What follows belongs to an exercise in optimizing a design on an open flow for small area; a production flow would make more cautious choices. In this exercise RTL edits were held to simulation tests only and were not proved equivalent to the original. Power is estimated from default activity; no workload was simulated.

==> branch sierra <==
==> flow/design.v (excerpt) <==
module mul_div_unit (
  input  logic        clk,
  input  logic        rst,
  input  logic        start,
  input  logic [2:0]  funct3,
  input  logic [31:0] operand_a,
  input  logic [31:0] operand_b,
  input  logic [4:0]  rd_in,
  input  logic        flush,
  output logic        busy,
  output logic        done,
  output logic [31:0] result,
  output logic [4:0]  rd_out
);
==> module mul_div_unit, before the edit <==
module mul_div_unit (
  input  logic        clk,
  input  logic        rst,
  input  logic        start,
  input  logic [2:0]  funct3,
  input  logic [31:0] operand_a,
  input  logic [31:0] operand_b,
  input  logic [4:0]  rd_in,
  input  logic        flush,
  output logic        busy,
  output logic        done,
  output logic [31:0] result,
  output logic [4:0]  rd_out
);
  logic [65:0] w_q;
  logic [32:0] b_q;
  logic [2:0]  op_q;
  logic [4:0]  rd_q;
  logic [2:0]  c_q;       
  logic [5:0]  k_q;       
  logic        dly_q;     
  logic        cy_q;      
  logic        sgn_q;     
  logic        negf_q;    
  logic        bneg_q;    
  logic        idl_q, act_q;
  logic c0, c2, c3, c5, lo;
  assign c0 = ~c_q[2] & ~c_q[0];
  assign c2 =  c_q[1] & ~c_q[0];
  assign c3 =  c_q[2] &  c_q[0];
  assign c5 = ~c_q[1] &  c_q[0];
  assign lo = ~c_q[0];                         
  logic p_pre, p_z, p_h1, p_main, p_post, p_f, p_g, p_hz, last_k;
  assign p_pre  =  k_q[5] &  k_q[4];
  assign p_z    =  p_pre & ~k_q[0];
  assign p_h1   =  p_pre &  k_q[0];
  assign p_main = ~k_q[5];
  assign p_post =  k_q[5] & ~k_q[4];
  assign p_f    =  p_post & ~k_q[1] & ~k_q[0];
  assign p_g    =  p_post & ~k_q[1] &  k_q[0];
  assign p_hz   =  p_post &  k_q[1];
  assign last_k =  p_main & (k_q[4:0] == 5'd31);
  logic is_mul, is_div, is_rem, mul_hi;
  assign is_mul = ~op_q[2];
  assign is_div = op_q[2] & ~op_q[1];
  assign is_rem = op_q[2] &  op_q[1];
  assign mul_hi = (op_q[1:0] != 2'b00);
  logic half, last_c;
  assign half   = (p_h1 & is_mul) | p_hz;
  assign last_c = half ? c2 : c5;
  logic accept;
  assign accept = start & ~flush & idl_q;
  logic        neg_comb, neg_g, g_eff;
  logic        xz, xinv, yen, ysub, cin, prop3, cin0, cin3;
  logic [10:0] xd, yd, sd;
  logic        cout;
  assign neg_comb = is_div ? ((negf_q ^ bneg_q) & ~w_q[31])
                  : is_rem ? negf_q : (negf_q ^ bneg_q);
  assign neg_g    = c0 ? neg_comb : negf_q;
  assign g_eff    = c0 ? w_q[65] : (c_q[1] ? w_q[43] : w_q[54]);
  always_comb begin
    xz   = 1'b0;
    xinv = 1'b0;
    yen  = 1'b0;
    ysub = 1'b0;
    cin0 = 1'b0;
    cin3 = 1'b0;
    if (p_z) begin
      xz   = ~lo;
      xinv = lo & negf_q;
      cin0 = negf_q;
    end else if (p_main) begin
      if (is_mul) begin
        yen  = lo & g_eff;
        ysub = bneg_q;
        cin0 = g_eff & bneg_q;
      end else begin
        yen  = ~lo;
        ysub = ~(sgn_q ^ bneg_q);
        cin3 = ~(sgn_q ^ bneg_q);
      end
    end else if (p_f) begin
      yen  = ~lo & sgn_q & ~is_mul;
      ysub = bneg_q;
      cin3 = sgn_q & bneg_q & ~is_mul;
    end else if (p_g) begin
      xinv = neg_g & (is_div ? lo : (is_rem ? ~lo : 1'b1));
      cin0 = neg_g & ~is_rem;
      cin3 = neg_g & is_rem;
    end
  end
  assign prop3 = (p_main & is_mul) | (p_g & is_mul);
  assign cin   = c0 ? cin0 : ((c3 & ~prop3) ? cin3 : cy_q);
  assign xd    = xz ? 11'd0 : (w_q[10:0] ^ {11{xinv}});
  assign yd    = yen ? (b_q[10:0] ^ {11{ysub}}) : 11'd0;
  logic [11:0] cc;
  assign cc[0] = cin;
  for (genvar i = 0; i < 11; i++) begin : g_fa
    assign sd[i]   = xd[i] ^ yd[i] ^ cc[i];
    assign cc[i+1] = (xd[i] & yd[i]) | (xd[i] & cc[i]) | (yd[i] & cc[i]);
  end
  assign cout = cc[11];
  logic        lmode, bot;
  logic [10:0] wd;
  assign lmode = (p_z & ~is_mul)
               | (p_main & ~(~is_mul & last_k & ~lo))
               | (p_f & lo & ~is_mul)
               | p_g;
  assign bot   = c0 ? (p_main & is_mul ? 1'b0 : ((p_main | p_f) ? ~dly_q : dly_q)) : dly_q;
  assign wd    = lmode ? {sd[9:0], bot} : sd;
  logic finish;
  assign finish = last_c & ((last_k & ~op_q[2] & ~mul_hi) | (p_g & is_div) | p_hz);
  always_ff @(posedge clk or posedge rst) begin
    if (rst) begin
      idl_q <= 1'b1;
      act_q <= 1'b0;
      done  <= 1'b0;
    end else if (flush) begin
      idl_q <= 1'b1;
      act_q <= 1'b0;
      done  <= 1'b0;
    end else begin
      idl_q <= idl_q ? ~accept : finish;
      act_q <= idl_q ?  accept : ~finish;
      done  <= finish & act_q;
    end
  end
  assign busy = act_q;
  logic bext_in, aneg_in;
  assign bext_in = operand_b[31] & (funct3[2] ? ~funct3[0] : (funct3[1:0] == 2'b01));
  assign aneg_in = operand_a[31] & (funct3[2] ? ~funct3[0] : (funct3[1] ^ funct3[0]));
  always_ff @(posedge clk) begin
    cy_q  <= cout;
    dly_q <= sd[10];
    w_q[32:0] <= ({33{idl_q}} & {operand_a, 1'b0}) | ({33{act_q}} & w_q[43:11]);
    b_q       <= ({33{idl_q}} & {bext_in, operand_b}) | ({33{act_q}} & {b_q[10:0], b_q[32:11]});
    if (idl_q) begin
      op_q   <= funct3;
      rd_q   <= rd_in;
      negf_q <= aneg_in;
      bneg_q <= bext_in;
      c_q    <= 3'd0;
      k_q    <= mdu_pkg::K_START;
    end else begin
      c_q <= (half & c2) ? 3'd0 : {~c_q[0], c_q[2], c_q[1]};
      if (last_c) k_q <= k_q + 6'd1;
      if (p_g & c0) negf_q <= neg_comb;
    end
    w_q[65:33] <= {wd, w_q[65:44]};
    if ((p_z | p_main) & c5) sgn_q <= sd[10];
  end
  assign result = w_q[32:1];
  assign rd_out = rd_q;
endmodule
export LEC_CHECK = 0
export CAP_MARGIN = 20
export CORE_MARGIN = 2
export CORE_UTILIZATION = 40
export SLEW_MARGIN = 20
create_clock -name core_clock -period 10.0 [get_ports {clk}]
standard.sh (not shown) runs the stock make flow with config.mk's settings and CLKGATE_MAP_FILE= SYNTH_SCRIPT=/design/flow/synth_recipe.tcl, a recipe that flattens the netlist after the stock synthesis.
==> flow/flow/run.sh <==
#!/bin/bash
# Own layout flow: the standard flow (standard.sh, unchanged synthesis and
# steps) with two placement/CTS arguments changed:
#  - port buffers use the smallest buffer cell (every port still gets one)
#  - clock tree: small clock buffers, no dummy balancing loads
# Each tool's full output is kept in the ORFS logs under orfs/logs and the
# make output in flow_make.log.
set -euo pipefail
export BUFFER_PORTS_ARGS="-buffer_cell sky130_fd_sc_hd__buf_1"
export CTS_ARGS="-sink_clustering_enable -repair_clock_nets -dont_use_dummy_load -buf_list {sky130_fd_sc_hd__clkbuf_4}"
bash standard.sh > flow_make.log 2>&1
==> inputs of branch harbor, as changes to branch sierra <==
--- a/flow/design.v
+++ b/flow/design.v
@@ -37,4 +37,6 @@
   logic        negf_q;    
   logic        bneg_q;    
+  logic        pb_q;      
+  logic        yp_q;      
   logic        idl_q, act_q;
   logic c0, c2, c3, c5, lo;
@@ -68,5 +70,5 @@
   logic [10:0] xd, yd, sd;
   logic        cout;
-  assign neg_comb = is_div ? ((negf_q ^ bneg_q) & ~w_q[31])
+  assign neg_comb = is_div ? ((negf_q ^ bneg_q) & w_q[31])
                   : is_rem ? negf_q : (negf_q ^ bneg_q);
   assign neg_g    = c0 ? neg_comb : negf_q;
@@ -76,10 +78,10 @@
     xinv = 1'b0;
     yen  = 1'b0;
-    ysub = 1'b0;
+    ysub = bneg_q;
     cin0 = 1'b0;
     cin3 = 1'b0;
     if (p_z) begin
       xz   = ~lo;
-      xinv = lo & negf_q;
+      xinv = lo & (negf_q ^ (c_q[2] & ~c_q[1]));
       cin0 = negf_q;
     end else if (p_main) begin
@@ -98,5 +100,5 @@
       cin3 = sgn_q & bneg_q & ~is_mul;
     end else if (p_g) begin
-      xinv = neg_g & (is_div ? lo : (is_rem ? ~lo : 1'b1));
+      xinv = neg_g & (is_div ? lo : (is_rem ? ~lo : 1'b1));    
       cin0 = neg_g & ~is_rem;
       cin3 = neg_g & is_rem;
@@ -105,6 +107,6 @@
   assign prop3 = (p_main & is_mul) | (p_g & is_mul);
   assign cin   = c0 ? cin0 : ((c3 & ~prop3) ? cin3 : cy_q);
-  assign xd    = xz ? 11'd0 : (w_q[10:0] ^ {11{xinv}});
-  assign yd    = yen ? (b_q[10:0] ^ {11{ysub}}) : 11'd0;
+  assign xd    = xz ? 11'd0 : (w_q[10:0] ^ {11{~xinv}});
+  assign yd    = yen ? (b_q[10:0] ^ {11{yp_q}}) : 11'd0;
   logic [11:0] cc;
   assign cc[0] = cin;
@@ -119,9 +121,9 @@
                | (p_main & ~(~is_mul & last_k & ~lo))
                | (p_f & lo & ~is_mul)
-               | p_g;
+               | (p_g & ~(is_mul & ~mul_hi));
   assign bot   = c0 ? (p_main & is_mul ? 1'b0 : ((p_main | p_f) ? ~dly_q : dly_q)) : dly_q;
   assign wd    = lmode ? {sd[9:0], bot} : sd;
   logic finish;
-  assign finish = last_c & ((last_k & ~op_q[2] & ~mul_hi) | (p_g & is_div) | p_hz);
+  assign finish = last_c & ((p_g & (is_rem | (is_mul & mul_hi))) | p_hz);
   always_ff @(posedge clk or posedge rst) begin
     if (rst) begin
@@ -146,6 +148,10 @@
     cy_q  <= cout;
     dly_q <= sd[10];
-    w_q[32:0] <= ({33{idl_q}} & {operand_a, 1'b0}) | ({33{act_q}} & w_q[43:11]);
-    b_q       <= ({33{idl_q}} & {bext_in, operand_b}) | ({33{act_q}} & {b_q[10:0], b_q[32:11]});
+    w_q[32:22] <= ~(({11{act_q}} | operand_a[31:21]) & ({11{idl_q}} | w_q[43:33]));
+    w_q[21:11] <= ~(({11{act_q}} | operand_a[20:10]) & ({11{idl_q}} | w_q[32:22]));
+    w_q[10:0]  <= ~(({11{act_q}} | {operand_a[9:0], 1'b0}) & ({11{idl_q}} | w_q[21:11]));
+    b_q        <= ~(({33{act_q}} | {bext_in, operand_b}) & ({33{idl_q}} | {b_q[10:0], b_q[32:11]}));
+    pb_q       <= ~pb_q | idl_q;
+    yp_q       <= ysub ^ (~pb_q | idl_q);
     if (idl_q) begin
       op_q   <= funct3;
@@ -163,5 +169,5 @@
     if ((p_z | p_main) & c5) sgn_q <= sd[10];
   end
-  assign result = w_q[32:1];
+  assign result = w_q[65:34];
   assign rd_out = rd_q;
 endmodule
--- a/flow/flow/run.sh
+++ b/flow/flow/run.sh
@@ -8,4 +8,4 @@
 set -euo pipefail
 export BUFFER_PORTS_ARGS="-buffer_cell sky130_fd_sc_hd__buf_1"
-export CTS_ARGS="-sink_clustering_enable -repair_clock_nets -dont_use_dummy_load -buf_list {sky130_fd_sc_hd__clkbuf_4}"
+export CTS_ARGS="-sink_clustering_enable -repair_clock_nets -dont_use_dummy_load -sink_clustering_size 32 -sink_clustering_max_diameter 300 -sink_clustering_levels 1 -buf_list {sky130_fd_sc_hd__clkbuf_8}"
 bash standard.sh > flow_make.log 2>&1
==> inputs of branch juniper, as changes to branch sierra <==
--- a/flow/design.v
+++ b/flow/design.v
@@ -28,5 +28,6 @@
   logic [65:0] w_q;
   logic [32:0] b_q;
-  logic [2:0]  op_q;
+  logic        m_q;       
+  logic        t_q;       
   logic [4:0]  rd_q;
   logic [2:0]  c_q;       
@@ -37,4 +38,6 @@
   logic        negf_q;    
   logic        bneg_q;    
+  logic        pb_q;      
+  logic        yp_q;      
   logic        idl_q, act_q;
   logic c0, c2, c3, c5, lo;
@@ -44,4 +47,5 @@
   assign c5 = ~c_q[1] &  c_q[0];
   assign lo = ~c_q[0];                         
+  assign sgn_q = ~c_q[0] ? ~w_q[44] : (c_q[2] ? ~w_q[33] : (c_q[1] ? w_q[22] : ~w_q[11]));
   logic p_pre, p_z, p_h1, p_main, p_post, p_f, p_g, p_hz, last_k;
   assign p_pre  =  k_q[5] &  k_q[4];
@@ -55,8 +59,8 @@
   assign last_k =  p_main & (k_q[4:0] == 5'd31);
   logic is_mul, is_div, is_rem, mul_hi;
-  assign is_mul = ~op_q[2];
-  assign is_div = op_q[2] & ~op_q[1];
-  assign is_rem = op_q[2] &  op_q[1];
-  assign mul_hi = (op_q[1:0] != 2'b00);
+  assign is_mul = m_q;
+  assign is_div = ~m_q & ~t_q;
+  assign is_rem = ~m_q &  t_q;
+  assign mul_hi =  m_q &  t_q;
   logic half, last_c;
   assign half   = (p_h1 & is_mul) | p_hz;
@@ -68,5 +72,5 @@
   logic [10:0] xd, yd, sd;
   logic        cout;
-  assign neg_comb = is_div ? ((negf_q ^ bneg_q) & ~w_q[31])
+  assign neg_comb = is_div ? ((negf_q ^ bneg_q) & w_q[31])
                   : is_rem ? negf_q : (negf_q ^ bneg_q);
   assign neg_g    = c0 ? neg_comb : negf_q;
@@ -76,10 +80,10 @@
     xinv = 1'b0;
     yen  = 1'b0;
-    ysub = 1'b0;
+    ysub = bneg_q;
     cin0 = 1'b0;
     cin3 = 1'b0;
     if (p_z) begin
       xz   = ~lo;
-      xinv = lo & negf_q;
+      xinv = lo & (negf_q ^ (c_q[2] & ~c_q[1]));
       cin0 = negf_q;
     end else if (p_main) begin
@@ -98,5 +102,5 @@
       cin3 = sgn_q & bneg_q & ~is_mul;
     end else if (p_g) begin
-      xinv = neg_g & (is_div ? lo : (is_rem ? ~lo : 1'b1));
+      xinv = neg_g & (is_div ? lo : (is_rem ? ~lo : 1'b1));    
       cin0 = neg_g & ~is_rem;
       cin3 = neg_g & is_rem;
@@ -105,6 +109,6 @@
   assign prop3 = (p_main & is_mul) | (p_g & is_mul);
   assign cin   = c0 ? cin0 : ((c3 & ~prop3) ? cin3 : cy_q);
-  assign xd    = xz ? 11'd0 : (w_q[10:0] ^ {11{xinv}});
-  assign yd    = yen ? (b_q[10:0] ^ {11{ysub}}) : 11'd0;
+  assign xd    = xz ? 11'd0 : (w_q[10:0] ^ {11{~xinv}});
+  assign yd    = yen ? (b_q[10:0] ^ {11{yp_q}}) : 11'd0;
   logic [11:0] cc;
   assign cc[0] = cin;
@@ -119,9 +123,9 @@
                | (p_main & ~(~is_mul & last_k & ~lo))
                | (p_f & lo & ~is_mul)
-               | p_g;
+               | (p_g & ~(m_q & ~t_q));
   assign bot   = c0 ? (p_main & is_mul ? 1'b0 : ((p_main | p_f) ? ~dly_q : dly_q)) : dly_q;
   assign wd    = lmode ? {sd[9:0], bot} : sd;
   logic finish;
-  assign finish = last_c & ((last_k & ~op_q[2] & ~mul_hi) | (p_g & is_div) | p_hz);
+  assign finish = last_c & ((p_g & t_q) | p_hz);    
   always_ff @(posedge clk or posedge rst) begin
     if (rst) begin
@@ -146,8 +150,13 @@
     cy_q  <= cout;
     dly_q <= sd[10];
-    w_q[32:0] <= ({33{idl_q}} & {operand_a, 1'b0}) | ({33{act_q}} & w_q[43:11]);
-    b_q       <= ({33{idl_q}} & {bext_in, operand_b}) | ({33{act_q}} & {b_q[10:0], b_q[32:11]});
+    w_q[32:22] <= ~(({11{act_q}} | operand_a[31:21]) & ({11{idl_q}} | w_q[43:33]));
+    w_q[21:11] <= ~(({11{act_q}} | operand_a[20:10]) & ({11{idl_q}} | w_q[32:22]));
+    w_q[10:0]  <= ~(({11{act_q}} | {operand_a[9:0], 1'b0}) & ({11{idl_q}} | w_q[21:11]));
+    b_q        <= ~(({33{act_q}} | {bext_in, operand_b}) & ({33{idl_q}} | {b_q[10:0], b_q[32:11]}));
+    pb_q       <= ~pb_q | idl_q;
+    yp_q       <= ysub ^ (~pb_q | idl_q);
     if (idl_q) begin
-      op_q   <= funct3;
+      m_q    <= ~funct3[2];
+      t_q    <= funct3[2] ? funct3[1] : (funct3[1] | funct3[0]);
       rd_q   <= rd_in;
       negf_q <= aneg_in;
@@ -161,7 +170,6 @@
     end
     w_q[65:33] <= {wd, w_q[65:44]};
-    if ((p_z | p_main) & c5) sgn_q <= sd[10];
   end
-  assign result = w_q[32:1];
+  assign result = w_q[65:34];
   assign rd_out = rd_q;
 endmodule
--- a/flow/flow/run.sh
+++ b/flow/flow/run.sh
@@ -7,4 +7,5 @@
 # make output in flow_make.log.
 set -euo pipefail
+export RECOVER_POWER=100
 export BUFFER_PORTS_ARGS="-buffer_cell sky130_fd_sc_hd__buf_1"
 export CTS_ARGS="-sink_clustering_enable -repair_clock_nets -dont_use_dummy_load -buf_list {sky130_fd_sc_hd__clkbuf_4}"
==> inputs of branch willow, as changes to branch sierra <==
--- a/flow/design.v
+++ b/flow/design.v
@@ -28,5 +28,6 @@
   logic [65:0] w_q;
   logic [32:0] b_q;
-  logic [2:0]  op_q;
+  logic        m_q;       
+  logic        t_q;       
   logic [4:0]  rd_q;
   logic [2:0]  c_q;       
@@ -37,4 +38,6 @@
   logic        negf_q;    
   logic        bneg_q;    
+  logic        pb_q;      
+  logic        yp_q;      
   logic        idl_q, act_q;
   logic c0, c2, c3, c5, lo;
@@ -44,4 +47,5 @@
   assign c5 = ~c_q[1] &  c_q[0];
   assign lo = ~c_q[0];                         
+  assign sgn_q = ~c_q[0] ? ~w_q[44] : (c_q[2] ? ~w_q[33] : (c_q[1] ? w_q[22] : ~w_q[11]));
   logic p_pre, p_z, p_h1, p_main, p_post, p_f, p_g, p_hz, last_k;
   assign p_pre  =  k_q[5] &  k_q[4];
@@ -55,8 +59,8 @@
   assign last_k =  p_main & (k_q[4:0] == 5'd31);
   logic is_mul, is_div, is_rem, mul_hi;
-  assign is_mul = ~op_q[2];
-  assign is_div = op_q[2] & ~op_q[1];
-  assign is_rem = op_q[2] &  op_q[1];
-  assign mul_hi = (op_q[1:0] != 2'b00);
+  assign is_mul = m_q;
+  assign is_div = ~m_q & ~t_q;
+  assign is_rem = ~m_q &  t_q;
+  assign mul_hi =  m_q &  t_q;
   logic half, last_c;
   assign half   = (p_h1 & is_mul) | p_hz;
@@ -68,5 +72,5 @@
   logic [10:0] xd, yd, sd;
   logic        cout;
-  assign neg_comb = is_div ? ((negf_q ^ bneg_q) & ~w_q[31])
+  assign neg_comb = is_div ? ((negf_q ^ bneg_q) & w_q[31])
                   : is_rem ? negf_q : (negf_q ^ bneg_q);
   assign neg_g    = c0 ? neg_comb : negf_q;
@@ -76,10 +80,10 @@
     xinv = 1'b0;
     yen  = 1'b0;
-    ysub = 1'b0;
+    ysub = bneg_q;
     cin0 = 1'b0;
     cin3 = 1'b0;
     if (p_z) begin
       xz   = ~lo;
-      xinv = lo & negf_q;
+      xinv = lo & (negf_q ^ (c_q[2] & ~c_q[1]));
       cin0 = negf_q;
     end else if (p_main) begin
@@ -98,5 +102,5 @@
       cin3 = sgn_q & bneg_q & ~is_mul;
     end else if (p_g) begin
-      xinv = neg_g & (is_div ? lo : (is_rem ? ~lo : 1'b1));
+      xinv = neg_g & (is_div ? lo : (is_rem ? ~lo : 1'b1));    
       cin0 = neg_g & ~is_rem;
       cin3 = neg_g & is_rem;
@@ -105,6 +109,6 @@
   assign prop3 = (p_main & is_mul) | (p_g & is_mul);
   assign cin   = c0 ? cin0 : ((c3 & ~prop3) ? cin3 : cy_q);
-  assign xd    = xz ? 11'd0 : (w_q[10:0] ^ {11{xinv}});
-  assign yd    = yen ? (b_q[10:0] ^ {11{ysub}}) : 11'd0;
+  assign xd    = xz ? 11'd0 : (w_q[10:0] ^ {11{~xinv}});
+  assign yd    = yen ? (b_q[10:0] ^ {11{yp_q}}) : 11'd0;
   logic [11:0] cc;
   assign cc[0] = cin;
@@ -119,9 +123,9 @@
                | (p_main & ~(~is_mul & last_k & ~lo))
                | (p_f & lo & ~is_mul)
-               | p_g;
+               | (p_g & ~(m_q & ~t_q));
   assign bot   = c0 ? (p_main & is_mul ? 1'b0 : ((p_main | p_f) ? ~dly_q : dly_q)) : dly_q;
   assign wd    = lmode ? {sd[9:0], bot} : sd;
   logic finish;
-  assign finish = last_c & ((last_k & ~op_q[2] & ~mul_hi) | (p_g & is_div) | p_hz);
+  assign finish = last_c & ((p_g & t_q) | p_hz);    
   always_ff @(posedge clk or posedge rst) begin
     if (rst) begin
@@ -146,8 +150,13 @@
     cy_q  <= cout;
     dly_q <= sd[10];
-    w_q[32:0] <= ({33{idl_q}} & {operand_a, 1'b0}) | ({33{act_q}} & w_q[43:11]);
-    b_q       <= ({33{idl_q}} & {bext_in, operand_b}) | ({33{act_q}} & {b_q[10:0], b_q[32:11]});
+    w_q[32:22] <= ~(({11{act_q}} | operand_a[31:21]) & ({11{idl_q}} | w_q[43:33]));
+    w_q[21:11] <= ~(({11{act_q}} | operand_a[20:10]) & ({11{idl_q}} | w_q[32:22]));
+    w_q[10:0]  <= ~(({11{act_q}} | {operand_a[9:0], 1'b0}) & ({11{idl_q}} | w_q[21:11]));
+    b_q        <= ~(({33{act_q}} | {bext_in, operand_b}) & ({33{idl_q}} | {b_q[10:0], b_q[32:11]}));
+    pb_q       <= ~pb_q | idl_q;
+    yp_q       <= ysub ^ (~pb_q | idl_q);
     if (idl_q) begin
-      op_q   <= funct3;
+      m_q    <= ~funct3[2];
+      t_q    <= funct3[2] ? funct3[1] : (funct3[1] | funct3[0]);
       rd_q   <= rd_in;
       negf_q <= aneg_in;
@@ -161,7 +170,6 @@
     end
     w_q[65:33] <= {wd, w_q[65:44]};
-    if ((p_z | p_main) & c5) sgn_q <= sd[10];
   end
-  assign result = w_q[32:1];
+  assign result = w_q[65:34];
   assign rd_out = rd_q;
 endmodule
--- a/flow/flow/run.sh
+++ b/flow/flow/run.sh
@@ -8,4 +8,4 @@
 set -euo pipefail
 export BUFFER_PORTS_ARGS="-buffer_cell sky130_fd_sc_hd__buf_1"
-export CTS_ARGS="-sink_clustering_enable -repair_clock_nets -dont_use_dummy_load -buf_list {sky130_fd_sc_hd__clkbuf_4}"
+export CTS_ARGS="-sink_clustering_enable -repair_clock_nets -dont_use_dummy_load -sink_clustering_size 30 -sink_clustering_max_diameter 500 -sink_clustering_buffer sky130_fd_sc_hd__clkbuf_8 -buf_list {sky130_fd_sc_hd__clkbuf_4 sky130_fd_sc_hd__clkbuf_8}"
 bash standard.sh > flow_make.log 2>&1
==> notes <==
Branch juniper completed and failed the layout checks on max-capacitance violations, max-slew violations. Branch willow completed with no timing, DRC or antenna violations. Branch sierra ran to the end with no violations. Branch harbor completed without violations.
The lowest worst hold slack belongs to branch sierra, the highest to branch willow.
Between branch juniper and branch harbor, the lower first-iteration DRC count is in branch harbor (gap 22%, measured against branch harbor).
The highest global-route usage belongs to branch willow, the lowest to branch sierra.
Non-clock buffer count: branch willow is lower than branch sierra (1).
Worst setup slack: branch juniper < branch willow < branch sierra < branch harbor.
In branch harbor the clock power is larger than in branch willow, by about 3%.
The highest cell count belongs to branch harbor, the lowest to branch willow.
Sequential share of layout area: branch willow is lower than branch sierra (0.25 points).

afterwards: timing with drivers on the ports:
No port has a modelled driver above. Below, the same layouts with a new extraction and two added sets of constraints. Step 1: set_driving_cell puts a clkbuf_16 on clk and a buf_2 on each other input, an assumption about the parent block. Step 2, shift: input delay + t, output delay - t, t = (earliest + latest rising clock arrival at the registers) / 2. This alone moves slack from input paths to output paths. a / b / c = no drivers / after step 1 / after step 2; a / b = the first two.
run	t (ns)	slack for setup (ns)	worst hold slack (ns)	clock arrival spread, ns	worst slew at a driven data input, ns
branch sierra	0.528	3.098 / 3.098 / 3.098	0.313 / 0.313 / 0.313	0.041 / 0.041	0.05
branch harbor	0.458	3.252 / 3.252 / 3.252	0.341 / 0.341 / 0.341	0.024 / 0.024	0.04
branch juniper	0.517	2.767 / 2.767 / 2.767	0.333 / 0.333 / 0.333	0.039 / 0.038	0.05
branch willow	0.451	3.070 / 3.070 / 3.070	0.345 / 0.345 / 0.345	0.022 / 0.022	0.05
